This design comes from an exercise in tuning for small area, a short achievable clock period and few clock cycles per item on the open sky130 flow, not from production work.
RTL that was checked went through simulation tests only; none was proved equivalent to the original.
Power and IR drop assume default switching activity.

Setup of the baseline:
==> flow/design.v (excerpt) <==
module muldiv_seq #(
  parameter int DWIDTH    = 32,
  parameter int FRAC_BITS = 29
) (
  input  logic              clock,
  input  logic              reset,
  input  logic              start,
  input  logic              kill,
  input  logic [2:0]        MDFunc,
  input  logic [DWIDTH-1:0] A,
  input  logic [DWIDTH-1:0] B,
  output logic [DWIDTH-1:0] MDOut,
  output logic              busy,
  output logic              done
);
For scale: roughly 5500 cells after synthesis, ~110 I/O pins, ~38000 µm² of cells after synthesis.
Settings: LEC_CHECK=0, ABC_AREA=1, CAP_MARGIN=20, CORE_MARGIN=2, CORE_UTILIZATION=40, PLACE_DENSITY=0.6, SLEW_MARGIN=20; clock period 10.0 ns.
standard.sh (not shown) runs the stock make flow with config.mk's settings and CLKGATE_MAP_FILE= SYNTH_SCRIPT=/design/flow/synth_recipe.tcl, a recipe that flattens the netlist after the stock synthesis.
==> flow/flow/run.sh <==
#!/bin/bash
# Standard ORFS layout, with timing repair aimed at a tighter target than the
# 10 ns constraint (the constraint itself is unchanged) and strong port buffers.
set -euo pipefail
bash standard.sh finish \
  "SETUP_SLACK_MARGIN=6.5" \
  "TNS_END_PERCENT=5" \
  "BUFFER_PORTS_ARGS=-buffer_cell sky130_fd_sc_hd__buf_4" \
  > standard_flow.log 2>&1
Input changes introduced in the candidate (baseline for comparison: the baseline):
diff --git a/flow/design.v b/flow/design.v
--- a/flow/design.v
+++ b/flow/design.v
@@ -84,34 +84,33 @@
 );
   localparam int W = 50;   
   logic [31:0]  r_a;       
   logic [3:0]   r_ax;      
   logic [31:0]  r_b;       
   logic [2:0]   r_bx;      
   logic [2:0]   r_f;
-  logic         r_asg;     
   logic [2:0]   r_ff;      
   logic [23:0]  r_plo;     
   logic [W-1:0] r_s;       
   logic [W-1:0] r_c;       
   logic         r_cy;      
   logic         r_first;   
   logic [5:0]   r_one, r_two, r_neg;   
   logic [31:0]  r_out;
   logic         r_busy, r_done;
-  logic         r_free;    
   logic         st_m, st_fin, st_dx, st_di, st_dc;
   logic [4:0]   r_cnt;
   logic [5:0]   r_ca, r_cb;   
   logic         r_fa, r_fb;   
   logic         r_na, r_nb;   
   wire rk  = reset | kill;
-  wire acc = start & r_free & ~rk;
+  wire acc = start & ~r_busy & ~rk;
+  wire        sgn_a = ~(r_f[1] & r_f[0]);
   wire        sgn_b = ~r_f[1];
-  wire [34:0] ax    = {{3{r_asg}}, r_a};
+  wire [34:0] ax    = {{3{sgn_a & r_a[31]}}, r_a};
   wire [34:0] ax2   = {ax[33:0], 1'b0};
   logic [W-1:0] pp [6];
   always_comb begin
     for (int t = 0; t < 6; t++) begin
       logic [34:0] m;
       m     = (({35{r_one[t]}} & ax) | ({35{r_two[t]}} & ax2)) ^ {35{r_neg[t]}};
       pp[t] = {{(W-35){m[34]}}, m} << (2*t);
@@ -154,15 +153,15 @@
   always_comb begin
     case (r_ff[1:0])
       2'd0:    mres = {fin[7:0], r_plo};
       2'd1:    mres = fin[FRAC_BITS-24 +: 32];
       default: mres = fin[39:8];
     endcase
   end
-  wire [12:0] nbits = r_free ? {B[11:0], 1'b0} : {r_b[23:12], r_b[11]};
+  wire [12:0] nbits = r_busy ? {r_b[23:12], r_b[11]} : {B[11:0], 1'b0};
   logic [5:0] e_one, e_two, e_neg;
   always_comb begin
     for (int t = 0; t < 6; t++) begin
       logic b2, b1, b0;
       b2 = nbits[2*t+2];
       b1 = nbits[2*t+1];
       b0 = nbits[2*t];
@@ -224,78 +223,77 @@
   wire        q2  = ~tY[35];
   wire        di_last = st_di & (r_cnt == 5'd0);
   wire        isrem = r_ff[1];
   wire [31:0] dsel  = isrem ? r_a : r_c[31:0];
   wire        dng   = isrem ? r_na : (r_na ^ r_nb);
   wire [31:0] dneg  = (dsel ^ {32{dng}}) + {31'd0, dng};
   wire [31:0] dres  = (dz & ~isrem) ? 32'hFFFF_FFFF : dneg;
-  wire dc_next  = di_last & r_f[1];             
+  wire dc_next  = di_last & r_f[1] & tY[35];    
   wire fin_next = m_last | dx_skip | (di_last & ~dc_next) | st_dc;
   wire m_next   = (acc & ~MDFunc[2]) | (st_m & ~m_last);
   wire dx_next  = acc & MDFunc[2];
   wire di_next  = (st_dx & ~dx_skip) | (st_di & ~di_last);
   always_ff @(posedge clock) begin
     if (rk) begin
       st_m   <= 1'b0;
       st_dx  <= 1'b0;
       st_di  <= 1'b0;
       st_dc  <= 1'b0;
       st_fin <= 1'b0;
       r_busy <= 1'b0;
-      r_free <= 1'b1;
       r_done <= 1'b0;
     end else begin
       st_m   <= m_next;
       st_dx  <= dx_next;
       st_di  <= di_next;
       st_dc  <= dc_next;
       st_fin <= fin_next;
       r_busy <= (m_next & ~m_prelast) | dx_next | di_next | dc_next;
-      r_free <= ~((m_next & ~m_prelast) | dx_next | di_next | dc_next);
       r_done <= st_fin;
     end
   end
   always_ff @(posedge clock) begin
-    if (r_free) begin
+    if (!r_busy) begin
       r_a  <= A;
       r_b  <= B;
       r_f  <= MDFunc;
-      r_asg <= ~(MDFunc[1] & MDFunc[0]) & A[31];
       r_ca <= in_sa ? clz32(~A) : clz32(A);
       r_cb <= in_sb ? clz32(~B) : clz32(B);
       r_fa <= in_sa & ones_tail(A);
       r_fb <= in_sb & ones_tail(B);
       r_na <= in_sa;
       r_nb <= in_sb;
     end else if (st_m) begin
       r_b <= {{12{bfill}}, r_b[31:12]};
     end else if (st_dx) begin
       r_a  <= ua;
       r_ax <= 4'd0;
       {r_bx, r_b} <= dalign;
     end else if (st_di) begin
       {r_ax, r_a} <= tY;
-      if (!di_last) {r_bx, r_b} <= {2'b00, r_bx, r_b[31:2]};
+      {r_bx, r_b} <= di_last ? {1'b0, r_bx, r_b[31:1]} : {2'b00, r_bx, r_b[31:2]};
     end else if (st_dc) begin
-      if (s0) {r_ax, r_a} <= tYa;              
+      {r_ax, r_a} <= tX;                       
     end
-    r_first <= r_free;
+    r_first <= ~r_busy;
     r_one   <= e_one;
     r_two   <= e_two;
     r_neg   <= e_neg;
     r_s <= ts;
     if (st_di)      r_c <= {r_c[W-3:0], q1, q2};
     else if (st_dx) r_c <= '0;
     else            r_c <= tc;
-    r_cy  <= chunk[12];
-    r_plo <= {chunk[11:0], r_plo[23:12]};
-    r_ff <= r_f;
-    if (r_free)      r_cnt <= 5'd0;
+    if (st_m) begin
+      r_cy  <= chunk[12];
+      r_plo <= {chunk[11:0], r_plo[23:12]};
+    end
+    if (fin_next) r_ff <= r_f;
+    if (!r_busy)     r_cnt <= 5'd0;
     else if (st_m)   r_cnt <= r_cnt + 5'd1;
     else if (st_dx)  r_cnt <= {1'b0, sd[4:1]};
-    else             r_cnt <= r_cnt - 5'd1;
+    else if (st_di)  r_cnt <= r_cnt - 5'd1;
     r_out <= r_ff[2] ? dres : mres;
   end
   assign MDOut = r_out;
   assign busy  = r_busy;
   assign done  = r_done;
 endmodule
## What came out
- No stage failed in the candidate, and the final checks on the layout all came back clean.
- In the flow results for the candidate and the baseline, the first-pass GRT wire length is larger on the candidate.
- Compared the baseline against the candidate; clock slew seen by the registers of the worst setup and hold paths within noise.
- Routed wire in the candidate totals more than in the baseline.
- After synthesis and placement, the instance count of the candidate is above that of the baseline.
- Against the baseline, total power in the candidate rose slightly.
- Cmp the candidate vs the baseline: switching fraction of total power higher in the candidate
- In the metrics for the candidate and the baseline, the one carrying the higher number of buffers and inverters on the critical path is the baseline.
- The candidate vs the baseline on largest driver fanout on the critical path: the candidate is the lower one.
- Compared with the baseline, in the candidate sequential share of layout area went down; fraction of layout cells with a size suffix above 1 went up; mean instance size in the synthesized netlist went down; worst setup slack went up.
Testbench counts of the candidate, summed over its fixed seeds: cycles 11,851, ops 3,200.
The RTL of the baseline was laid out without a check of its function.

* * *

Setup of run X:
muldiv_seq, a different RTL version from the one above (not shown whole).
Size in the first run: ~6,100 cells after synthesis, roughly 280 flip-flops, roughly 0.041 sq mm of cells after synthesis.
Settings: LEC_CHECK=0, ABC_AREA=1, CAP_MARGIN=20, CORE_MARGIN=2, CORE_UTILIZATION=40, PLACE_DENSITY=0.6, SLEW_MARGIN=20; clock period 10.0 ns.
==> flow/flow/run.sh <==
#!/bin/bash
# Standard ORFS layout, with timing repair aimed at a tighter target than the
# 10 ns constraint (the constraint itself is unchanged) and strong port buffers.
set -euo pipefail
bash standard.sh finish \
  "SETUP_SLACK_MARGIN=6.4" \
  "TNS_END_PERCENT=5" \
  "BUFFER_PORTS_ARGS=-buffer_cell sky130_fd_sc_hd__buf_4" \
  > standard_flow.log 2>&1
Every stage of the flow completed for run X, and the final layout passed the timing, DRC and antenna checks.
Modified inputs, run E compared to run X
-- flow/design.v --
<<< run X, line 91
  logic         r_asg;     
  logic [2:0]   r_ff;      
  logic [1:0]   r_fk;      
  logic         r_fit1, r_fit2;   
  logic [23:0]  r_plo;     
  logic [W-1:0] r_s;       
>>> run E, line 91
  logic         r_asg;     
  logic [2:0]   r_ff;      
  logic [23:0]  r_plo;     
  logic [W-1:0] r_s;       
<<< run X, line 123
  always_comb begin
    kconst = '0;
    kconst[10] = r_b[11] & ~(r_b[10] & r_b[9]);
    kconst[22] = r_b[23] & ~(r_b[22] & r_b[21]);
  end
  logic [W-1:0] xr [6];
>>> run E, line 121
  always_comb begin
    kconst = '0;
    kconst[10] = r_b[11];
    kconst[22] = r_b[23];
    kconst[34] = bfill;
  end
  logic [W-1:0] xr [6];
<<< run X, line 148
  end
  wire [12:0] chunk = r_first ? 13'd0 : ({1'b0, r_s[11:0]} + {1'b0, r_c[11:1], r_cy});
  wire [49:0] fin   = r_s[49:0] + {r_c[49:1], r_cy};
  wire        m_last = st_m & (((r_cnt == 5'd0) & r_fit1) | ((r_cnt == 5'd1) & r_fit2) |
                               (r_cnt == 5'd2));
  logic [63:0] prod;
  always_comb begin
    if (r_fk[0])      prod = {{14{fin[49]}}, fin};
    else if (r_fk[1]) prod = {{2{fin[49]}}, fin, r_plo[23:12]};
    else              prod = {fin[39:0], r_plo};
  end
  logic [31:0] mres;
  always_comb begin
    case (r_ff[1:0])
      2'd0:    mres = prod[31:0];
      2'd1:    mres = prod[FRAC_BITS +: 32];
      default: mres = prod[63:32];
    endcase
  end
>>> run E, line 147
  end
  wire [12:0] chunk = r_first ? 13'd0 : ({1'b0, r_s[11:0]} + {1'b0, r_c[11:1], r_cy});
  wire [39:0] fin   = r_s[39:0] + {r_c[39:1], r_cy};
  wire        m_last    = st_m & (r_cnt == 5'd2);
  wire        m_prelast = st_m & (r_cnt == 5'd1);
  logic [31:0] mres;
  always_comb begin
    case (r_ff[1:0])
      2'd0:    mres = {fin[7:0], r_plo};
      2'd1:    mres = fin[FRAC_BITS-24 +: 32];
      default: mres = fin[39:8];
    endcase
  end
<<< run X, line 175
      e_one[t] = b1 ^ b0;
      e_two[t] = (b2 & ~b1 & ~b0) | (~b2 & b1 & b0);
      e_neg[t] = b2 & ~(b1 & b0);    
    end
  end
>>> run E, line 168
      e_one[t] = b1 ^ b0;
      e_two[t] = (b2 & ~b1 & ~b0) | (~b2 & b1 & b0);
      e_neg[t] = b2;
    end
  end
<<< run X, line 237
  wire dc_next  = di_last & r_f[1] & tY[35];    
  wire fin_next = m_last | dx_skip | (di_last & ~dc_next) | st_dc;
  wire m_acc    = acc & ~MDFunc[2];
  wire m_cont   = st_m & ~m_last;
  wire m_next   = m_acc | m_cont;
  wire in_bx    = ~MDFunc[1] & B[31];
  wire in_fit1  = (B[31:11] == {21{in_bx}});
  wire in_fit2  = (B[31:23] == {9{in_bx}});
  wire m_stay   = m_acc ? ~in_fit1 : (m_cont & ~(((r_cnt == 5'd0) & r_fit2) | (r_cnt == 5'd1)));
  wire dx_next  = acc & MDFunc[2];
  wire di_next  = (st_dx & ~dx_skip) | (st_di & ~di_last);
>>> run E, line 230
  wire dc_next  = di_last & r_f[1] & tY[35];    
  wire fin_next = m_last | dx_skip | (di_last & ~dc_next) | st_dc;
  wire m_next   = (acc & ~MDFunc[2]) | (st_m & ~m_last);
  wire dx_next  = acc & MDFunc[2];
  wire di_next  = (st_dx & ~dx_skip) | (st_di & ~di_last);
<<< run X, line 261
      st_dc  <= dc_next;
      st_fin <= fin_next;
      r_busy <= m_stay | dx_next | di_next | dc_next;
      r_done <= st_fin;
    end
>>> run E, line 248
      st_dc  <= dc_next;
      st_fin <= fin_next;
      r_busy <= (m_next & ~m_prelast) | dx_next | di_next | dc_next;
      r_done <= st_fin;
    end
<<< run X, line 271
      r_f  <= MDFunc;
      r_asg <= ~(MDFunc[1] & MDFunc[0]) & A[31];
      r_fit1 <= in_fit1;
      r_fit2 <= in_fit2;
      r_ca <= in_sa ? clz32(~A) : clz32(A);
      r_cb <= in_sb ? clz32(~B) : clz32(B);
>>> run E, line 258
      r_f  <= MDFunc;
      r_asg <= ~(MDFunc[1] & MDFunc[0]) & A[31];
      r_ca <= in_sa ? clz32(~A) : clz32(A);
      r_cb <= in_sb ? clz32(~B) : clz32(B);
<<< run X, line 303
      r_plo <= {chunk[11:0], r_plo[23:12]};
    end
    if (fin_next) begin
      r_ff <= r_f;
      r_fk <= {r_cnt == 5'd1, r_cnt == 5'd0};
    end
    if (!r_busy)     r_cnt <= 5'd0;
    else if (st_m)   r_cnt <= r_cnt + 5'd1;
>>> run E, line 288
      r_plo <= {chunk[11:0], r_plo[23:12]};
    end
    if (fin_next) r_ff <= r_f;
    if (!r_busy)     r_cnt <= 5'd0;
    else if (st_m)   r_cnt <= r_cnt + 5'd1;
### Flow results
Relative to run X, net switching share of the total power decreased by 1.9 points in run E.
Measured against each other, run E and run X differ in number of buffers inserted during clock tree synthesis, the higher figure coming from run X.
Between run E and run X, it is run E whose setup slack is higher, by 16 ps.
Run E vs run X — routed wire length dropped by more than 10%
The final cell area excluding filler cells in run E is 0.907 times that in run X.
From run X to run E the numbers moved as follows: synthesized cell count fell 11%; number of pins with negative max-slew slack in the final report about even.
Testbench counts of run E, summed over its fixed seeds: cycles 11,851, ops 3,200.
No functional check of the RTL was part of run X.

* * *

Setup of cedar:
Another version of the RTL of muldiv_seq (not shown whole).
Size: about 5600 cells after synthesis, about 110 I/O pins, roughly 0.040 mm² of cells after synthesis.
Settings: LEC_CHECK=0, ABC_AREA=1, CAP_MARGIN=20, CORE_MARGIN=2, CORE_UTILIZATION=40, PLACE_DENSITY=0.6, SLEW_MARGIN=20; clock period 10.0 ns.
Scripts as last shown in full above: flow/flow/run.sh
Here is what was changed in the inputs of maple compared with cedar.
-- flow/design.v --
<<< cedar, line 231
  wire in_bfit1 = (B[31:11] == {21{in_bx}});
  wire in_bfit2 = (B[31:23] == {9{in_bx}});
  wire in_swap  = ~MDFunc[2] & (MDFunc[1:0] != 2'd2) &
                  ((in_afit1 & ~in_bfit1) | (in_afit2 & ~in_bfit2));
  wire [31:0] in_mc = in_swap ? B : A;    
  wire [31:0] in_mp = in_swap ? A : B;    
>>> maple, line 231
  wire in_bfit1 = (B[31:11] == {21{in_bx}});
  wire in_bfit2 = (B[31:23] == {9{in_bx}});
  wire in_swap  = ~MDFunc[2] & (MDFunc[1:0] != 2'd2) & in_afit2 & ~in_bfit2;
  wire [31:0] in_mc = in_swap ? B : A;    
  wire [31:0] in_mp = in_swap ? A : B;    
On cell count after synthesis: maple sits above cedar. Comparing worst endpoint data arrival time for maple and cedar, the smaller number came from cedar. [compare] base=cedar new=maple: clock power decreased about 7%, area added between synthesis and finish decreased 5.2 points, maximum ir drop on the vdd rail moved up, sequential power shows an increase of about 2%, area enclosed by the die boundary up 1.2%. [compare] base=cedar new=maple: number of post-CTS setup repair buffers -1; net switching fraction of the power picked up an extra 0.27 points. Lower number of standard cells in the layout, taps in and fillers out was reported by cedar, not maple. Relative to cedar, maple degrades area after synthesis. Sum of met2 wire segment lengths after detailed routing (maple vs. cedar) decreases by a few percent. When maple is measured against cedar, its register-to-register slack turns out 0.11 ns lower. Row number of cells traversed by the worst register-to-register path: maple lower / cedar higher.
Function was not checked in any run of this note: the RTL went through the layout flow alone.

-- re-timing with driven ports --
No port has a modelled driver above. Below, the same layouts with a new extraction and two added sets of constraints.
Step 1 sets driving cells, clkbuf_16 on the clock port and buf_2 on the other inputs (assumed; they add their load-dependent delay and slew).
Step 2, shift: input delay + t, output delay - t, t = (earliest + latest rising clock arrival at the registers) / 2. This alone moves slack from input paths to output paths.
Slacks: ideal ports / drivers / drivers and shift; pairs: ideal ports / drivers.
run | t, ns | setup slack, ns | latest minus earliest clock arrival (ns) | worst register clock-pin slew, ns | pins driven straight from the clock port
the baseline | 0.644 | 6.225 / 6.225 / 5.896 | 0.042 / 0.042 | 0.07 / 0.07 | 1
the candidate | 0.692 | 6.310 / 6.310 / 5.751 | 0.050 / 0.051 | 0.07 / 0.07 | 1
run X | 0.657 | 6.195 / 6.195 / 5.774 | 0.040 / 0.039 | 0.07 / 0.07 | 1
run E | 0.630 | 6.212 / 6.212 / 5.813 | 0.026 / 0.026 | 0.07 / 0.07 | 1
cedar | 0.669 | 5.907 / 5.912 / 5.268 | 0.033 / 0.033 | 0.06 / 0.06 | 1
maple | 0.660 | 5.802 / 5.802 / 5.381 | 0.028 / 0.028 | 0.08 / 0.08 | 1
After both steps setup and hold are still met in every run listed. The setup slack of cedar, which loses most, moves by +0.005 ns with the drivers and by -0.639 ns with both steps.
